From an optimization exercise on the open Yosys and OpenROAD flow, aimed at small area; shortcuts taken in it are not production practice. In this exercise RTL edits were held to simulation tests only and were not proved equivalent to the original. Power is estimated from default activity; no workload was simulated.

## run a
export LEC_CHECK = 0
export CAP_MARGIN = 20
export CORE_MARGIN = 2
export CORE_UTILIZATION = 65
export SLEW_MARGIN = 20
create_clock -name core_clock -period 12.0 [get_ports {i_clk}]
standard.sh (not shown) runs the stock make flow with config.mk's settings and CLKGATE_MAP_FILE= SYNTH_SCRIPT=/design/flow/synth_recipe.tcl, a recipe that flattens the netlist after the stock synthesis.
==> flow/flow/run.sh <==
#!/bin/bash
# Own layout flow: the standard synthesis, then its combinational logic re-mapped for
# area (flip-flops untouched; several ABC runs, the smallest that is proven equivalent to the
# standard netlist is kept), then the standard ORFS flow from floorplan to finish with small
# port buffers, no dummy clock loads and a small clock root buffer. Each tool's output goes to a log here.
set -euo pipefail
W=$(pwd)
R=$W/orfs/results/$FLOW_PLATFORM/base58_encoder_unit/base
L=$W/orfs/logs/$FLOW_PLATFORM/base58_encoder_unit/base

bash standard.sh synth > "$W/log_1_standard_synth.log" 2>&1

cp "$R/1_2_yosys.v" "$W/standard_1_2_yosys.v"
export REMAP_LIB=$FLOW_HOME/platforms/$FLOW_PLATFORM/lib/sky130_fd_sc_hd__tt_025C_1v80.lib
export REMAP_DIR=$W/flow
export REMAP_IN=$W/standard_1_2_yosys.v
REMAP_DONT_USE=""
for c in $(grep -oE -- "-dont_use [A-Za-z0-9_]+" "$L/1_2_yosys.log" | awk '{print $2}' | sort -u); do
  REMAP_DONT_USE="$REMAP_DONT_USE -dont_use $c"
done
export REMAP_DONT_USE

# one ABC run per seed, in parallel
for s in 1 2 3 4; do
  sed "s/@SEED@/$s/" "$W/flow/remap.abc" > "$W/remap_$s.abc"
  REMAP_ABC=$W/remap_$s.abc REMAP_OUT=$W/remapped_$s.v \
    yosys -c "$W/flow/remap.tcl" > "$W/log_2_remap_$s.log" 2>&1 &
done
wait || true

best=""
best_area=""
for s in 1 2 3 4; do
  f=$W/remapped_$s.v
  [[ -f $f.stat ]] || continue
  a=$(awk '/Chip area/ {print $NF}' "$f.stat")
  if REMAP_OUT=$f yosys -c "$W/flow/equiv.tcl" > "$W/log_2_equiv_$s.log" 2>&1; then
    if [[ -z $best ]] || awk -v a="$a" -v b="$best_area" 'BEGIN {exit !(a < b)}'; then
      best=$f
      best_area=$a
    fi
  fi
done
echo "re-mapped netlist kept: ${best:-none (standard netlist kept)} ${best_area}" > "$W/log_2_remap_choice.log"
if [[ -n $best ]]; then
  cp "$best" "$R/1_2_yosys.v"
fi
rm -f "$R/1_synth.odb" "$R/1_synth.sdc"
touch "$R/1_2_yosys.v"

CTS="-sink_clustering_enable -repair_clock_nets -dont_use_dummy_load"
CTS="$CTS -buf_list sky130_fd_sc_hd__clkbuf_8 -root_buf sky130_fd_sc_hd__clkbuf_4"
CTS="$CTS -sink_clustering_size 22 -sink_clustering_max_diameter 60"
bash standard.sh "CTS_ARGS=$CTS" "BUFFER_PORTS_ARGS=-buffer_cell sky130_fd_sc_hd__buf_1" finish \
  > "$W/log_3_standard_finish.log" 2>&1
Other scripts of this flow, unchanged in this note and not shown: flow/flow/equiv.tcl, flow/flow/ff_models.v, flow/flow/ff_stubs.v, flow/flow/remap.abc, flow/flow/remap.tcl
### run a -> run b
--- a/flow/design.v
+++ b/flow/design.v
@@ -11,7 +11,7 @@
         "123456789ABCDEFGHJKLMNPQRSTUVWXYZabcdefghijkmnopqrstuvwxyz";
     function automatic logic [CHAR_W-1:0] b58_char(input logic [DIGIT_W-1:0] d);
-        b58_char = CHAR_W'(d) + 7'd49 + ((d >= 6'd9) ? 7'd7 : 7'd0) + ((d >= 6'd17) ? 7'd1 : 7'd0)
-                 + ((d >= 6'd22) ? 7'd1 : 7'd0) + ((d >= 6'd33) ? 7'd6 : 7'd0)
-                 + ((d >= 6'd44) ? 7'd1 : 7'd0);
+        logic [7:0] c;
+        c = ALPHABET[(RADIX - 1 - d) * 8 +: 8];
+        b58_char = c[CHAR_W-1:0];
     endfunction
     localparam logic [CNT_W-1:0] CNT_START   = 6'b000000;
When run b is set beside run a, its total power turns out to be 0.000018 W larger. Setup WNS run a -> run b: better. The cell count on run a is in line with that on run b. | per-cell via count in the routed design | run b vs run a | 0.043 higher |. Relative to run a, total wire length after detailed routing has gone up in run b. The post-route fraction of the period consumed by the critical path in run b sits 1.4 points below the value recorded for run a. From run a to run b the numbers moved as follows: fraction of layout instances using a drive strength above 1 shows no meaningful change; post-synthesis cell area went up by about 0.6%; power share of the combinational group rose 0.2 points; post-synthesis net count grew by about 0.4%.

========
## old
base58_encoder_unit, a different RTL version from the one above (not shown whole).
For scale: ~24 I/O pins, roughly 6900 sq um of cells after synthesis.
==> module base58_encoder_unit, before the edit <==
module base58_encoder_unit (
    input  logic                          i_clk,
    input  logic                          i_rst_n,
    input  logic                          i_in_valid,
    output logic                          o_in_ready,
    input  logic [b58enc_pkg::BYTE_W-1:0] i_in_data_byte,
    input  logic                          i_in_last_byte,
    output logic                          o_out_valid,
    input  logic                          i_out_ready,
    output logic [b58enc_pkg::CHAR_W-1:0] o_out_char,
    output logic                          o_out_last_char,
    output logic                          o_out_overflow
);
    localparam int N  = b58enc_pkg::DIGIT_SLOTS_DEF;
    localparam int DW = b58enc_pkg::DIGIT_W;
    localparam int CW = b58enc_pkg::CNT_W;
    localparam logic [CW-1:0] C_ZERO = b58enc_pkg::CNT_START;
    typedef enum logic [1:0] {
        S_IN, S_SCAN, S_OUT
    } t_state;
    t_state          r_state;
    logic [CW-1:0]   r_pos;      
    logic [2:0]      r_bit;      
    logic            r_run;      
    logic            r_carry;
    logic [CW-1:0]   r_cnt;      
    logic [CW-1:0]   r_zp;       
    logic            r_inzp;     
    logic            r_ovf;
    logic            r_out_valid;
    logic [DW-1:0]   ring_out;
    logic [DW-1:0]   ring_in;
    logic [DW-1:0]   fold_in;
    logic [DW-1:0]   fold_out;
    logic            fold_cin;
    logic            fold_cout;
    logic            pos_first;
    logic            pos_last;
    logic [CW-1:0]   pos_inc;
    logic [CW-1:0]   zp_inc;
    logic            drop;
    logic            cnt_zero;
    logic            fold_en;
    logic            in_ready;
    logic            out_free;
    b58enc_ram #(
        .WIDTH (DW),
        .DEPTH (N)
    ) u_digits (
        .i_clk   (i_clk),
        .i_wdata (ring_in),
        .o_rdata (ring_out)
    );
    b58enc_divmod u_fold (
        .i_digit (fold_in),
        .i_carry (fold_cin),
        .o_digit (fold_out),
        .o_carry (fold_cout)
    );
    always_comb begin
        pos_first = ((r_pos & b58enc_pkg::POS_FIRST_M) == b58enc_pkg::POS_FIRST_V);
        pos_last  = ((r_pos & b58enc_pkg::POS_LAST_M) == b58enc_pkg::POS_LAST_V);
        pos_inc   = b58enc_pkg::cnt_next(r_pos);
        zp_inc    = b58enc_pkg::cnt_next(r_zp);
        drop      = ((r_cnt & b58enc_pkg::CNT_FULL_M) == b58enc_pkg::CNT_FULL_V);
        cnt_zero  = ((r_cnt & b58enc_pkg::CNT_ZERO_M) == b58enc_pkg::CNT_ZERO_V);
        fold_en   = (r_state == S_IN) && i_in_valid && !drop && (r_run || pos_first);
        fold_in   = (r_inzp && (r_bit == '0)) ? '0 : ring_out;
        fold_cin  = pos_first ? i_in_data_byte[~r_bit] : r_carry;
        ring_in   = fold_en ? fold_out : ring_out;
        in_ready  = (r_state == S_IN) && pos_last && (drop || (r_run && (r_bit == 3'd7)));
        out_free  = !r_out_valid || i_out_ready;
    end
    assign o_in_ready      = in_ready;
    assign o_out_valid     = r_out_valid;
    assign o_out_char      = b58enc_pkg::b58_char(r_zp);
    assign o_out_last_char = cnt_zero;
    assign o_out_overflow  = r_ovf;
    always_ff @(posedge i_clk) begin
        r_carry <= fold_cout;
        r_run   <= fold_en && !pos_last;
        if (!i_rst_n) begin
            r_state     <= S_IN;
            r_pos       <= C_ZERO;
            r_bit       <= '0;
            r_cnt       <= C_ZERO;
            r_zp        <= C_ZERO;
            r_inzp      <= 1'b1;
            r_ovf       <= 1'b0;
            r_out_valid <= 1'b0;
        end else begin
            r_pos <= pos_last ? C_ZERO : pos_inc;
            if (fold_en && pos_last) begin
                r_bit <= r_bit + 3'd1;
            end
            if (i_out_ready) begin
                r_out_valid <= 1'b0;
            end
            unique case (r_state)
                S_IN: begin
                    if (in_ready && i_in_valid) begin
                        if (drop) begin
                            r_ovf <= 1'b1;
                        end else begin
                            r_cnt <= b58enc_pkg::cnt_next(r_cnt);
                            if (r_inzp && (i_in_data_byte == '0)) begin
                                r_zp <= zp_inc;
                            end else begin
                                r_inzp <= 1'b0;
                            end
                        end
                        if (i_in_last_byte) begin
                            r_state <= S_SCAN;
                        end
                    end
                end
                S_SCAN: begin
                    r_zp <= zp_inc;
                    if (ring_out != '0) begin
                        r_cnt <= zp_inc;
                    end
                    if (pos_last) begin
                        r_state <= S_OUT;
                    end
                end
                S_OUT: begin
                    if (cnt_zero) begin
                        if (out_free) begin
                            r_zp    <= C_ZERO;
                            r_inzp  <= 1'b1;
                            r_ovf   <= 1'b0;
                            r_state <= S_IN;
                        end
                    end else if (out_free && (pos_inc == r_cnt)) begin
                        r_out_valid <= 1'b1;
                        r_zp        <= ring_out;
                        r_cnt       <= b58enc_pkg::cnt_prev(r_cnt);
                    end
                end
                default: begin
                    r_state <= S_IN;
                end
            endcase
        end
    end
endmodule
==> flow/config.mk <==
export PLATFORM = sky130hd
export DESIGN_NAME = base58_encoder_unit
export DESIGN_NICKNAME = base58_encoder_unit
export VERILOG_FILES = /design/flow/design.v
export SDC_FILE = /design/flow/constraint.sdc
export NUM_CORES = 4
export LEC_CHECK = 0
export CAP_MARGIN = 20
export CORE_MARGIN = 2
export CORE_UTILIZATION = 65
export SLEW_MARGIN = 20
==> flow/constraint.sdc <==
create_clock -name core_clock -period 12.0 [get_ports {i_clk}]
set_input_delay 2.4000 -clock core_clock [delete_from_list [all_inputs] [get_ports {i_clk}]]
set_output_delay 2.4000 -clock core_clock [all_outputs]
set_load 0.01 [all_outputs]
==> flow/flow/run.sh <==
#!/bin/bash
# Own layout flow: the standard synthesis, then its combinational logic re-mapped for
# area (flip-flops untouched; several ABC runs, the smallest that is proven equivalent to the
# standard netlist is kept), then the standard ORFS flow from floorplan to finish with small
# port buffers and no dummy clock loads. Each tool's output goes to a log here.
set -euo pipefail
W=$(pwd)
R=$W/orfs/results/$FLOW_PLATFORM/base58_encoder_unit/base
L=$W/orfs/logs/$FLOW_PLATFORM/base58_encoder_unit/base

bash standard.sh synth > "$W/log_1_standard_synth.log" 2>&1

cp "$R/1_2_yosys.v" "$W/standard_1_2_yosys.v"
export REMAP_LIB=$FLOW_HOME/platforms/$FLOW_PLATFORM/lib/sky130_fd_sc_hd__tt_025C_1v80.lib
export REMAP_DIR=$W/flow
export REMAP_IN=$W/standard_1_2_yosys.v
REMAP_DONT_USE=""
for c in $(grep -oE -- "-dont_use [A-Za-z0-9_]+" "$L/1_2_yosys.log" | awk '{print $2}' | sort -u); do
  REMAP_DONT_USE="$REMAP_DONT_USE -dont_use $c"
done
export REMAP_DONT_USE

# one ABC run per seed, in parallel
for s in 1 2 3; do
  sed "s/@SEED@/$s/" "$W/flow/remap.abc" > "$W/remap_$s.abc"
  REMAP_ABC=$W/remap_$s.abc REMAP_OUT=$W/remapped_$s.v \
    yosys -c "$W/flow/remap.tcl" > "$W/log_2_remap_$s.log" 2>&1 &
done
wait || true

best=""
best_area=""
for s in 1 2 3; do
  f=$W/remapped_$s.v
  [[ -f $f.stat ]] || continue
  a=$(awk '/Chip area/ {print $NF}' "$f.stat")
  if REMAP_OUT=$f yosys -c "$W/flow/equiv.tcl" > "$W/log_2_equiv_$s.log" 2>&1; then
    if [[ -z $best ]] || awk -v a="$a" -v b="$best_area" 'BEGIN {exit !(a < b)}'; then
      best=$f
      best_area=$a
    fi
  fi
done
echo "re-mapped netlist kept: ${best:-none (standard netlist kept)} ${best_area}" > "$W/log_2_remap_choice.log"
if [[ -n $best ]]; then
  cp "$best" "$R/1_2_yosys.v"
fi
rm -f "$R/1_synth.odb" "$R/1_synth.sdc"
touch "$R/1_2_yosys.v"

CTS="-sink_clustering_enable -repair_clock_nets -dont_use_dummy_load"
CTS="$CTS -buf_list sky130_fd_sc_hd__clkbuf_8"
CTS="$CTS -sink_clustering_size 18 -sink_clustering_max_diameter 50"
bash standard.sh "CTS_ARGS=$CTS" "BUFFER_PORTS_ARGS=-buffer_cell sky130_fd_sc_hd__buf_1" finish \
  > "$W/log_3_standard_finish.log" 2>&1
Other scripts of this flow, unchanged in this note and not shown: flow/flow/equiv.tcl, flow/flow/ff_models.v, flow/flow/ff_stubs.v, flow/flow/remap.abc, flow/flow/remap.tcl
Setup changes, old to new
diff --git a/flow/design.v b/flow/design.v
--- a/flow/design.v
+++ b/flow/design.v
@@ -2,4 +2,5 @@
     localparam int MAX_BYTES_DEF   = 32;
     localparam int DIGIT_SLOTS_DEF = 44;
+    localparam int RING_SLOTS      = DIGIT_SLOTS_DEF - 1;
     localparam int RADIX   = 58;
     localparam int BYTE_W  = 8;
@@ -14,18 +15,21 @@
         b58_char = c[CHAR_W-1:0];
     endfunction
-    localparam logic [CNT_W-1:0] CNT_START  = 6'b011010;
-    localparam logic [CNT_W-1:0] POS_FIRST_M = 6'b011110;    
-    localparam logic [CNT_W-1:0] POS_FIRST_V = 6'b011010;
-    localparam logic [CNT_W-1:0] POS_LAST_M  = 6'b100111;    
-    localparam logic [CNT_W-1:0] POS_LAST_V  = 6'b100110;
-    localparam logic [CNT_W-1:0] CNT_FULL_M  = 6'b111100;    
-    localparam logic [CNT_W-1:0] CNT_FULL_V  = 6'b000000;
-    localparam logic [CNT_W-1:0] CNT_ZERO_M  = 6'b011110;    
-    localparam logic [CNT_W-1:0] CNT_ZERO_V  = 6'b011010;
+    localparam logic [CNT_W-1:0] CNT_START   = 6'b000000;
+    localparam logic [CNT_W-1:0] CNT_44      = 6'b100100;    
+    localparam logic [CNT_W-1:0] POS_FIRST_M = 6'b010111;    
+    localparam logic [CNT_W-1:0] POS_FIRST_V = 6'b000000;
+    localparam logic [CNT_W-1:0] POS_LAST_M  = 6'b011110;    
+    localparam logic [CNT_W-1:0] POS_LAST_V  = 6'b001000;
+    localparam logic [CNT_W-1:0] CNT_FULL_M  = 6'b101111;    
+    localparam logic [CNT_W-1:0] CNT_FULL_V  = 6'b101000;
+    localparam logic [CNT_W-1:0] CNT_ZERO_M  = 6'b010111;    
+    localparam logic [CNT_W-1:0] CNT_ZERO_V  = 6'b000000;
+    localparam logic [CNT_W-1:0] CNT_TOP_M   = 6'b111001;    
+    localparam logic [CNT_W-1:0] CNT_TOP_V   = 6'b100000;
     function automatic logic [CNT_W-1:0] cnt_next(input logic [CNT_W-1:0] s);
-        cnt_next = {s[4:0], s[5] ^ s[0]};
+        cnt_next = {s[4:0], ~(s[5] ^ s[4])};
     endfunction
     function automatic logic [CNT_W-1:0] cnt_prev(input logic [CNT_W-1:0] s);
-        cnt_prev = {s[0] ^ s[1], s[5:1]};
+        cnt_prev = {~(s[0] ^ s[5]), s[5:1]};
     endfunction
 endpackage
@@ -71,5 +75,5 @@
     output logic                          o_out_overflow
 );
-    localparam int N  = b58enc_pkg::DIGIT_SLOTS_DEF;
+    localparam int N  = b58enc_pkg::RING_SLOTS;
     localparam int DW = b58enc_pkg::DIGIT_W;
     localparam int CW = b58enc_pkg::CNT_W;
@@ -85,4 +89,5 @@
     logic [CW-1:0]   r_cnt;      
     logic [CW-1:0]   r_zp;       
+    logic            r_top;      
     logic            r_inzp;     
     logic            r_ovf;
@@ -100,4 +105,5 @@
     logic            drop;
     logic            cnt_zero;
+    logic            cnt_top;
     logic            fold_en;
     logic            in_ready;
@@ -124,4 +130,5 @@
         drop      = ((r_cnt & b58enc_pkg::CNT_FULL_M) == b58enc_pkg::CNT_FULL_V);
         cnt_zero  = ((r_cnt & b58enc_pkg::CNT_ZERO_M) == b58enc_pkg::CNT_ZERO_V);
+        cnt_top   = ((r_cnt & b58enc_pkg::CNT_TOP_M) == b58enc_pkg::CNT_TOP_V);
         fold_en   = (r_state == S_IN) && i_in_valid && !drop && (r_run || pos_first);
         fold_in   = (r_inzp && (r_bit == '0)) ? '0 : ring_out;
@@ -145,4 +152,5 @@
             r_cnt       <= C_ZERO;
             r_zp        <= C_ZERO;
+            r_top       <= 1'b1;
             r_inzp      <= 1'b1;
             r_ovf       <= 1'b0;
@@ -152,4 +160,7 @@
             if (fold_en && pos_last) begin
                 r_bit <= r_bit + 3'd1;
+                if (r_top) begin
+                    r_zp <= {r_zp[CW-2:0], fold_cout};
+                end
             end
             if (i_out_ready) begin
@@ -164,5 +175,6 @@
                             r_cnt <= b58enc_pkg::cnt_next(r_cnt);
                             if (r_inzp && (i_in_data_byte == '0)) begin
-                                r_zp <= zp_inc;
+                                r_zp  <= zp_inc;
+                                r_top <= 1'b0;
                             end else begin
                                 r_inzp <= 1'b0;
@@ -175,10 +187,16 @@
                 end
                 S_SCAN: begin
-                    r_zp <= zp_inc;
-                    if (ring_out != '0) begin
-                        r_cnt <= zp_inc;
-                    end
-                    if (pos_last) begin
+                    r_top <= 1'b0;
+                    if (r_top && (r_zp != '0)) begin
+                        r_cnt   <= b58enc_pkg::CNT_44;
                         r_state <= S_OUT;
+                    end else begin
+                        r_zp <= pos_last ? '0 : zp_inc;
+                        if (ring_out != '0) begin
+                            r_cnt <= zp_inc;
+                        end
+                        if (pos_last) begin
+                            r_state <= S_OUT;
+                        end
                     end
                 end
@@ -187,8 +205,12 @@
                         if (out_free) begin
                             r_zp    <= C_ZERO;
+                            r_top   <= 1'b1;
                             r_inzp  <= 1'b1;
                             r_ovf   <= 1'b0;
                             r_state <= S_IN;
                         end
+                    end else if (out_free && cnt_top) begin
+                        r_out_valid <= 1'b1;
+                        r_cnt       <= b58enc_pkg::cnt_prev(r_cnt);
                     end else if (out_free && (pos_inc == r_cnt)) begin
                         r_out_valid <= 1'b1;
Between old and new, the total placed instance area does not differ in any meaningful way.
new vs old, setup slack went down by 610 ps.
Sort new and old by worst-case setup slack after placement desc -> top: old
new against old: first-pass GRT wire length higher; portion of total power attributed to combinational logic lower; global-route track usage on met1 higher; count of flip-flops and latches lower; die extent in x roughly the same.
[compare] base=old new=new: post-route total power fell 0.000050 W; global-route usage has increased.
The net switching fraction of the power in new sits 0.19 points above the value recorded for old.
Delta (new minus old): utilization after layout went down by 0.27 points; die area saw little to no change; fmax down 10%.

static timing again, ports no longer ideal:
How much do the figures lean on ideal ports? The routed layouts below were timed once more, with nothing changed but the port constraints.
Step 1 (the two cells are an assumption about what drives the block):
set clk [get_ports {i_clk}]
set_driving_cell -lib_cell sky130_fd_sc_hd__clkbuf_16 $clk
set_driving_cell -lib_cell sky130_fd_sc_hd__buf_2 [delete_from_list [all_inputs] $clk]
Step 2, shift: input delay + t, output delay - t, t = (earliest + latest rising clock arrival at the registers) / 2. This alone moves slack from input paths to output paths.
Three values: no drivers, after step 1, after step 2; two values: the first two.
run | t (ns) | setup WS [ns] | worst setup path at the end
run a | 0.591 | 5.677 / 5.646 / 6.237 | register to output
run b | 0.593 | 5.849 / 5.818 / 6.411 | register to output
old | 0.510 | 6.563 / 6.527 / 6.978 | input to register
new | 0.517 | 5.952 / 5.916 / 6.433 | register to output
After both steps every run listed still meets setup and hold.
